Source: an optimization exercise on an open RTL-to-GDS flow (aim: small area, a short achievable clock period and few clock cycles). Production flows keep margins and buffers that such runs may drop.
In this exercise RTL edits were held to simulation tests only and were not proved equivalent to the original.
Power and IR drop assume default switching activity.

===== flow/config.mk =====
export PLATFORM = sky130hd
export DESIGN_NAME = frame_time_window_median
export DESIGN_NICKNAME = frame_time_window_median
export VERILOG_FILES = /design/flow/design.v
export SDC_FILE = /design/flow/constraint.sdc
export NUM_CORES = 4
export LEC_CHECK = 0
export CAP_MARGIN = 20
export CORE_MARGIN = 2
export CORE_UTILIZATION = 40
export SLEW_MARGIN = 20
export SYNTH_MEMORY_MAX_BITS = 8192

===== flow/constraint.sdc =====
create_clock -name core_clock -period 10.0 [get_ports {clk}]
set_input_delay 2.0000 -clock core_clock [delete_from_list [all_inputs] [get_ports {clk}]]
set_output_delay 2.0000 -clock core_clock [all_outputs]
set_load 0.01 [all_outputs]

===== flow/design.v =====
package ftwm_pkg;
  localparam int WINDOW = 100;
  localparam int ADDR_W = $clog2(WINDOW);
  localparam int IDX_W = $clog2(WINDOW + 1);
  localparam int CNT_W = 7;
  localparam int OP_W = 2;
  localparam int TICK_W = 64;
  localparam int DUR_W = 40;
  localparam int Q_W = 32;
  localparam int FRAC_W = 16;
  localparam int NS_W = 48;
  localparam int HALF_W = DUR_W / 2;
  localparam int PROD_W = HALF_W + Q_W;
  localparam int HI_SH = HALF_W - FRAC_W;
  localparam int SUM_W = PROD_W + HI_SH + 1;
  localparam logic [Q_W-1:0] Q_RESET = Q_W'(65536);
  localparam logic [OP_W-1:0] OP_RECORD = 2'd0;
  localparam logic [OP_W-1:0] OP_MEDIAN = 2'd1;
  localparam logic [OP_W-1:0] OP_LAST = 2'd2;
  localparam logic [OP_W-1:0] OP_PTR_RESET = 2'd3;
endpackage
module ftwm_ram #(
  parameter int WIDTH = 8,
  parameter int DEPTH = 16
) (
  input  logic                     clk,
  input  logic                     we,
  input  logic [$clog2(DEPTH)-1:0] waddr,
  input  logic [WIDTH-1:0]         wdata,
  input  logic [$clog2(DEPTH)-1:0] raddr,
  output logic [WIDTH-1:0]         rdata
);
  logic [WIDTH-1:0] mem [DEPTH];
  always_ff @(posedge clk) begin
    if (we) begin
      mem[waddr] <= wdata;
    end
    rdata <= mem[raddr];
  end
endmodule
import ftwm_pkg::*;
module ftwm_scale (
  input  logic             clk,
  input  logic             rst,
  input  logic [Q_W-1:0]   factor,
  input  logic             req_start,
  input  logic [DUR_W-1:0] req_ticks,
  output logic             rsp_done,
  output logic [NS_W-1:0]  rsp_ns
);
  localparam logic [1:0] P_IDLE = 2'd0;
  localparam logic [1:0] P_HI = 2'd1;
  localparam logic [1:0] P_LO = 2'd2;
  localparam logic [1:0] P_SUM = 2'd3;
  logic [1:0] phase;
  logic [DUR_W-1:0] ticks;
  logic [PROD_W-1:0] prod;
  logic [PROD_W-1:0] hi_prod;
  logic [HALF_W-1:0] mul_a;
  logic [PROD_W-1:0] mul_p;
  logic [SUM_W-1:0] sum;
  logic done;
  logic [NS_W-1:0] ns;
  assign mul_a = (phase == P_HI) ? ticks[DUR_W-1:HALF_W] : ticks[HALF_W-1:0];
  assign mul_p = PROD_W'(mul_a) * PROD_W'(factor);
  assign sum = (SUM_W'(hi_prod) << HI_SH) + SUM_W'(prod >> FRAC_W);
  always_ff @(posedge clk) begin
    if (rst) begin
      phase <= P_IDLE;
      done <= 1'b0;
    end else begin
      done <= 1'b0;
      unique case (phase)
        P_IDLE: begin
          if (req_start) begin
            ticks <= req_ticks;
            phase <= P_HI;
          end
        end
        P_HI: begin
          prod <= mul_p;
          phase <= P_LO;
        end
        P_LO: begin
          hi_prod <= prod;
          prod <= mul_p;
          phase <= P_SUM;
        end
        P_SUM: begin
          ns <= (|sum[SUM_W-1:NS_W]) ? {NS_W{1'b1}} : sum[NS_W-1:0];
          done <= 1'b1;
          phase <= P_IDLE;
        end
        default: begin
          phase <= P_IDLE;
        end
      endcase
    end
  end
  assign rsp_done = done;
  assign rsp_ns = ns;
endmodule
import ftwm_pkg::*;
module frame_time_window_median (
  input  logic            clk,
  input  logic            rst,
  input  logic            cfg_we,
  input  logic [Q_W-1:0]  cfg_wdata,
  input  logic              cmd_valid,
  output logic              cmd_ready,
  input  logic [OP_W-1:0]   cmd_operation,
  input  logic              cmd_query_ok,
  input  logic [TICK_W-1:0] cmd_start_tick,
  input  logic [TICK_W-1:0] cmd_end_tick,
  output logic              res_valid,
  input  logic              res_ready,
  output logic [NS_W-1:0]   res_time_ns,
  output logic [CNT_W-1:0]  res_valid_count
);
  localparam logic [3:0] S_IDLE = 4'd0;
  localparam logic [3:0] S_LAST = 4'd1;
  localparam logic [3:0] S_COUNT = 4'd2;
  localparam logic [3:0] S_CAND_RD = 4'd3;
  localparam logic [3:0] S_CAND = 4'd4;
  localparam logic [3:0] S_SCAN = 4'd5;
  localparam logic [3:0] S_SCALE_GO = 4'd6;
  localparam logic [3:0] S_SCALE_WAIT = 4'd7;
  localparam logic [3:0] S_DONE = 4'd8;
  localparam logic [ADDR_W-1:0] LAST_SLOT = ADDR_W'(WINDOW - 1);
  localparam logic [IDX_W-1:0] IDX_END = IDX_W'(WINDOW);
  logic [3:0] state;
  logic [Q_W-1:0] ns_per_tick_q16;
  logic [ADDR_W-1:0] write_pointer;
  logic [ADDR_W-1:0] excl;
  logic [WINDOW-1:0] filled;
  logic [IDX_W-1:0] idx;
  logic [ADDR_W-1:0] cidx;
  logic [CNT_W-1:0] count;
  logic [CNT_W-1:0] less;
  logic [CNT_W-1:0] leq;
  logic [DUR_W-1:0] cand;
  logic [DUR_W-1:0] ticks;
  logic [CNT_W-1:0] res_count;
  logic use_q;
  logic filled_q;
  logic res_v;
  logic [NS_W-1:0] res_time;
  logic [CNT_W-1:0] res_cnt;
  logic accept;
  logic [TICK_W-1:0] delta;
  logic [DUR_W-1:0] delta_sat;
  logic [ADDR_W-1:0] wp_inc;
  logic rec_we;
  logic [ADDR_W-1:0] rd_addr;
  logic rd_use;
  logic [DUR_W-1:0] rdata;
  logic [DUR_W-1:0] value;
  logic live;
  logic is_less;
  logic is_leq;
  logic [CNT_W-1:0] count_next;
  logic [CNT_W-1:0] less_next;
  logic [CNT_W-1:0] leq_next;
  logic [CNT_W-1:0] rank;
  logic scale_start;
  logic scale_done;
  logic [NS_W-1:0] scale_ns;
  assign accept = cmd_valid && cmd_ready;
  assign cmd_ready = (state == S_IDLE);
  assign delta = cmd_end_tick - cmd_start_tick;
  assign delta_sat = (|delta[TICK_W-1:DUR_W]) ? {DUR_W{1'b1}} : delta[DUR_W-1:0];
  assign wp_inc = (write_pointer == LAST_SLOT) ? '0 : write_pointer + 1'b1;
  assign rec_we = accept && (cmd_operation == OP_RECORD) && cmd_query_ok;
  always_comb begin
    rd_addr = idx[ADDR_W-1:0];
    rd_use = 1'b0;
    unique case (state)
      S_IDLE: begin
        rd_addr = write_pointer;
      end
      S_COUNT, S_SCAN: begin
        rd_use = (idx != IDX_END) && (idx[ADDR_W-1:0] != excl);
      end
      S_CAND_RD: begin
        rd_addr = cidx;
        rd_use = (cidx != excl);
      end
      default: begin
        rd_use = 1'b0;
      end
    endcase
  end
  ftwm_ram #(
    .WIDTH(DUR_W),
    .DEPTH(WINDOW)
  ) u_ring (
    .clk(clk),
    .we(rec_we),
    .waddr(wp_inc),
    .wdata(delta_sat),
    .raddr(rd_addr),
    .rdata(rdata)
  );
  assign value = filled_q ? rdata : '0;
  assign live = use_q && (value != '0);
  assign is_less = value < cand;
  assign is_leq = value <= cand;
  assign count_next = count + CNT_W'(live);
  assign less_next = less + CNT_W'(live && is_less);
  assign leq_next = leq + CNT_W'(live && is_leq);
  assign rank = count >> 1;
  assign scale_start = (state == S_SCALE_GO);
  ftwm_scale u_scale (
    .clk(clk),
    .rst(rst),
    .factor(ns_per_tick_q16),
    .req_start(scale_start),
    .req_ticks(ticks),
    .rsp_done(scale_done),
    .rsp_ns(scale_ns)
  );
  always_ff @(posedge clk) begin
    use_q <= rd_use;
    filled_q <= filled[rd_addr];
    if (rst) begin
      state <= S_IDLE;
      ns_per_tick_q16 <= Q_RESET;
      write_pointer <= LAST_SLOT;
      filled <= '0;
      res_v <= 1'b0;
    end else begin
      if (cfg_we) begin
        ns_per_tick_q16 <= cfg_wdata;
      end
      if (res_v && res_ready && (state != S_DONE)) begin
        res_v <= 1'b0;
      end
      unique case (state)
        S_IDLE: begin
          if (accept) begin
            unique case (cmd_operation)
              OP_RECORD: begin
                if (cmd_query_ok) begin
                  write_pointer <= wp_inc;
                  filled[wp_inc] <= 1'b1;
                end
              end
              OP_MEDIAN: begin
                excl <= wp_inc;
                idx <= '0;
                count <= '0;
                state <= S_COUNT;
              end
              OP_LAST: begin
                state <= S_LAST;
              end
              OP_PTR_RESET: begin
                write_pointer <= LAST_SLOT;
              end
              default: begin
                state <= S_IDLE;
              end
            endcase
          end
        end
        S_LAST: begin
          ticks <= value;
          res_count <= '0;
          state <= S_SCALE_GO;
        end
        S_COUNT: begin
          count <= count_next;
          if (idx == IDX_END) begin
            if (count_next == '0) begin
              ticks <= '0;
              res_count <= '0;
              state <= S_SCALE_GO;
            end else begin
              cidx <= '0;
              state <= S_CAND_RD;
            end
          end else begin
            idx <= idx + 1'b1;
          end
        end
        S_CAND_RD: begin
          state <= S_CAND;
        end
        S_CAND: begin
          if (live) begin
            cand <= value;
            idx <= '0;
            less <= '0;
            leq <= '0;
            state <= S_SCAN;
          end else begin
            cidx <= cidx + 1'b1;
            state <= S_CAND_RD;
          end
        end
        S_SCAN: begin
          less <= less_next;
          leq <= leq_next;
          if (idx == IDX_END) begin
            if ((less_next <= rank) && (rank < leq_next)) begin
              ticks <= cand;
              res_count <= count;
              state <= S_SCALE_GO;
            end else begin
              cidx <= cidx + 1'b1;
              state <= S_CAND_RD;
            end
          end else begin
            idx <= idx + 1'b1;
          end
        end
        S_SCALE_GO: begin
          state <= S_SCALE_WAIT;
        end
        S_SCALE_WAIT: begin
          if (scale_done) begin
            res_time <= scale_ns;
            state <= S_DONE;
          end
        end
        S_DONE: begin
          if (!res_v || res_ready) begin
            res_v <= 1'b1;
            res_cnt <= res_count;
            state <= S_IDLE;
          end
        end
        default: begin
          state <= S_IDLE;
        end
      endcase
    end
  end
  always_ff @(posedge clk) begin
    if (state == S_DONE && (!res_v || res_ready)) begin
      res_time_ns <= res_time;
    end
  end
  assign res_valid = res_v;
  assign res_valid_count = res_cnt;
endmodule

===== flow/run.sh =====
#!/bin/bash
# synth_recipe.tcl (not shown) runs the flow's synth.tcl, then flattens the netlist and writes it again
# the make line also repeats each setting of config.mk as NAME=value (left out here)
make -C /OpenROAD-flow-scripts/flow DESIGN_CONFIG=/design/flow/config.mk WORK_HOME=/design/flow/orfs CLKGATE_MAP_FILE= SYNTH_SCRIPT=/design/flow/synth_recipe.tcl finish

==> notes.md <==
[logic make-up after synthesis]
logic type      Yosys count  share of synthesized area
buf+inv                1864                     0.0378
flops                  4613                      0.653
xor+xnor                186                    0.00779
mux                      65                    0.00359
simple gates           7908                      0.165
compound gates         1780                     0.0618
fa+ha+maj               862                     0.0709
[critical path, delay by kind of cell, from the launching register on]
family	cells	cell delay (ps)
adders and majority gates	9	4330
AOI/OAI and AO/OA	7	1960
and+or+nand+nor	4	1070
muxes	1	790
buffers and inverters	7	400
DFF	1	330
xor gates and xnor gates	1	90
[where the power goes]
group	switching [uW]	leakage (uW)	internal (uW)
clock network	7630	0.00721	9610
logic	20000	0.0289	7410
registers	270	0.0523	21500
total	27900	0.0884	38500
[final cells by class]
type / count / area (um2) / area share
Sequential cell: 4613 / 137000 / 0.580
Multi-Input combinational cell: 10800 / 66200 / 0.281
Clock buffer: 609 / 12500 / 0.0529
Tap cell: 6942 / 8690 / 0.0369
Timing Repair Buffer: 667 / 6360 / 0.0270
Inverter: 740 / 2780 / 0.0118
Clock inverter: 255 / 2450 / 0.0104
Antenna cell: 15 / 37.5 / 0.000159
[registers in the layout, summed over array words and instances (netlist names), 32 cells and up]
| signal | cells |
|---|---|
| u_ring.mem | 4000 |
| cand | 40 |
| res_time | 48 |
| u_scale.hi_prod | 52 |
| u_scale.ticks | 40 |
| ns_per_tick_q16 | 32 |
| u_scale.ns | 48 |
| res_time_ns | 48 |
| ticks | 40 |
| filled | 100 |
| u_scale.prod | 52 |
| u_ring.rdata | 40 |
[path summary, 6_finish.rpt]
check,start,endpoint,slack (ps)
min,res_time[3],res_time_ns[3],410
max,u_scale.phase[1],u_scale.prod[49],720
min reg2reg,res_time[3],res_time_ns[3],410
max reg2reg,u_scale.phase[1],u_scale.prod[49],720
[routing by layer]
layer,track usage,up-vias
met5,0,-
met4,0.0954,10
met3,0.0401,1088
li1,-,61700
met2,0.383,6440
met1,0.329,70900
[synth_stat cells (all sizes together) (16+ instances only)]
library cell     n
nand2         4649
edfxtp        4424
nand3         1885
inv            740
a311oi         704
buf            569
clkbuf         555
fa             538
nor2           400
a21oi          369
and2           369
and3           355
ha             324
o21ai          200
dfxtp          189
a31oi          114
xnor2          113
a21o            93
xor2            73
nor3            55
nand4           49
mux2i           38
o21a            36
nor4            33
nand2b          32
a22oi           30
a211oi          28
nor2b           28
a2bb2oi         27
o21bai          25
mux2            21
a311o           20
a22o            17
o31ai           16
[per-stage QoR]
step           setup WS [ps]  instances  total power, uW  cell area (um2)  hold slack (ps)
2_1_floorplan            853      17300            38900           209000              400
3_3_place_gp             717      23800            49200           220000              401
3_5_place_dp             751      23800            49200           221000              405
4_1_cts                  748      24600            66400           235000              414
5_1_grt                  423      24600            69100           236000              422
6_report                 718      24600            66500           236000              414
==> notes.md <==
* Outcome: timing/DRC/antenna clean
* Hold Path Stages at 0
* Num rows at 265
* Number of synthesized flops with an enable pin at 4,424
* CP arrival at 10,010 ps
* Critical Path Slowest Stage Cell: mux2_2
* CP startpoint kind: register
* Vias/cell at 5.69
* Die footprint at 0.529 mm2
* Number of post-CTS setup repair buffers at 0
* GRT Resource Usage Total at 0.240
* IO Pins at 225
* Share of layout cells above drive strength 1 at 0.0748
* CP Class: reg2reg
* Global route total overflow at 0
* Core area at 0.521 mm2
* Hold Path Class: reg2reg
* Vias in the first global route at 133k
* CTS tree: built
* CP max stage delay at 790 ps
* Fin crit share at 0.928
* Most frequent cells in the layout: 4,639 x nand2_1, 4,424 x edfxtp_1, 1,845 x nand3_1, 739 x inv_1, 701 x a311oi_1
* Most used DFF post-synth: edfxtp_1
* Root Driver: clkbuf_16
* Cells after synthesis at 17.3k
* CP Max Fanout at 32
* Hold Buf Count CTS at 0
* Cell taking the most area after synthesis: edfxtp_1
* Clock latency on the worst-skew pair at 1070 ps
* Final #Nets at 18.3k
* Peak VDD IR at 445 uV
* Syn Std Cell Area at 0.209 mm2
* Sum Neg Setup Slack at 0 ps
* DIE HEIGHT at 727 um
* Post-route ant nets at 0
* Max_slew headroom at 0.128
* First-pass GRT wire length at 942,000 um
* DR vias at 140k
* Sequential cell area fraction in the yosys report at 0.653
* Area growth from synthesis to layout at 12.6%
* Syn_nets at 18.3k
* Drt first pass iters at 7
* Mean Syn Cell Area at 12.1 um2
* R2R cell count at 29
* RSZ-0062 raised after global routing: false
* Power per Cell Area at 282 mW/mm2
* Max Used Layer: met5
* Final hold vios at 0
* Routability cong. at 0.904
* Total CTS buffers at 469
* Layout fillers at 46.7k
* Worst path required time at 10,730 ps
* Synth top area share at 0.635
* I/O Buffers at 224
* Post-cts gate resize count at 0
* DR iter-0 viols at 17.6k
* CTS Sinks at 4,613
* Final wirelength at 655,000 um
* Antenna violations before repair at 28
* DR WL/cell at 26.6 um
* Leak at 0.0884 uW
* Netlist cell types at 94
* HPWL after DPL at 387,000 um
* Commonest non-fill, non-tap cell in the layout: nand2_1
* Synth area leaders: edfxtp_1 63%, nand2_1 8.3%, fa_1 5.1%, nand3_1 4.5%, a311oi_1 2.9%
* Max Fclk at 0.108 GHz
* Fin util at 0.452
* Max Slew Vio Count at 0
* Die W at 727 um
* Longest Clk Path Bufs at 4
* Max Cap Violations at 0
* Worst-Margin Slew at 1290 ps
* Critical path endpoint category: register
* Fin crit period at 9280 ps
* DRC at 0
* Metal2 WL at 303,000 um
* Largest net degree at the start of global routing at 159
* M1 WL at 265,000 um
* Clock skew at 105 ps
* Post-synth ARST share at 0
* H-tree level count at 5
* Number of synthesis warnings at 3
* Met3 wire len at 58,600 um
* Starting Density at 0.402
* Final setup viols at 0
* Clk slew on worst S/H paths at 60 ps
* Synthesized flop and latch total at 4,613
Testbench counts, summed over its fixed seeds: cycles 1,573,272.

==> separate check: timing with driven ports <==
Ports are ideal in the flow. The routed layout listed here was re-timed in OpenROAD.
Step 1, drivers: a clkbuf_16 drives clk and a buf_2 each remaining input, both assumed.
Step 2 moves the port delays by t, midway between the first and last clock arrival at a register: inputs arrive t later, outputs are due t later. That takes back most of the time a late clock gives input paths.
a / b / c = ideal / step 1 / step 2; a / b = the first two.
shift t [ns]: 1.149
setup WS [ns]: 0.718 / 0.718 / 0.718
worst setup path after step 2: register to register
worst register clock-pin slew, ns: 0.08 / 0.08
worst data-port slew with drivers (ns): 0.20
After both steps this run still meets setup and hold. For this run, drivers alone change the setup slack by 0.000 ns; drivers and shift together by 0.000 ns.
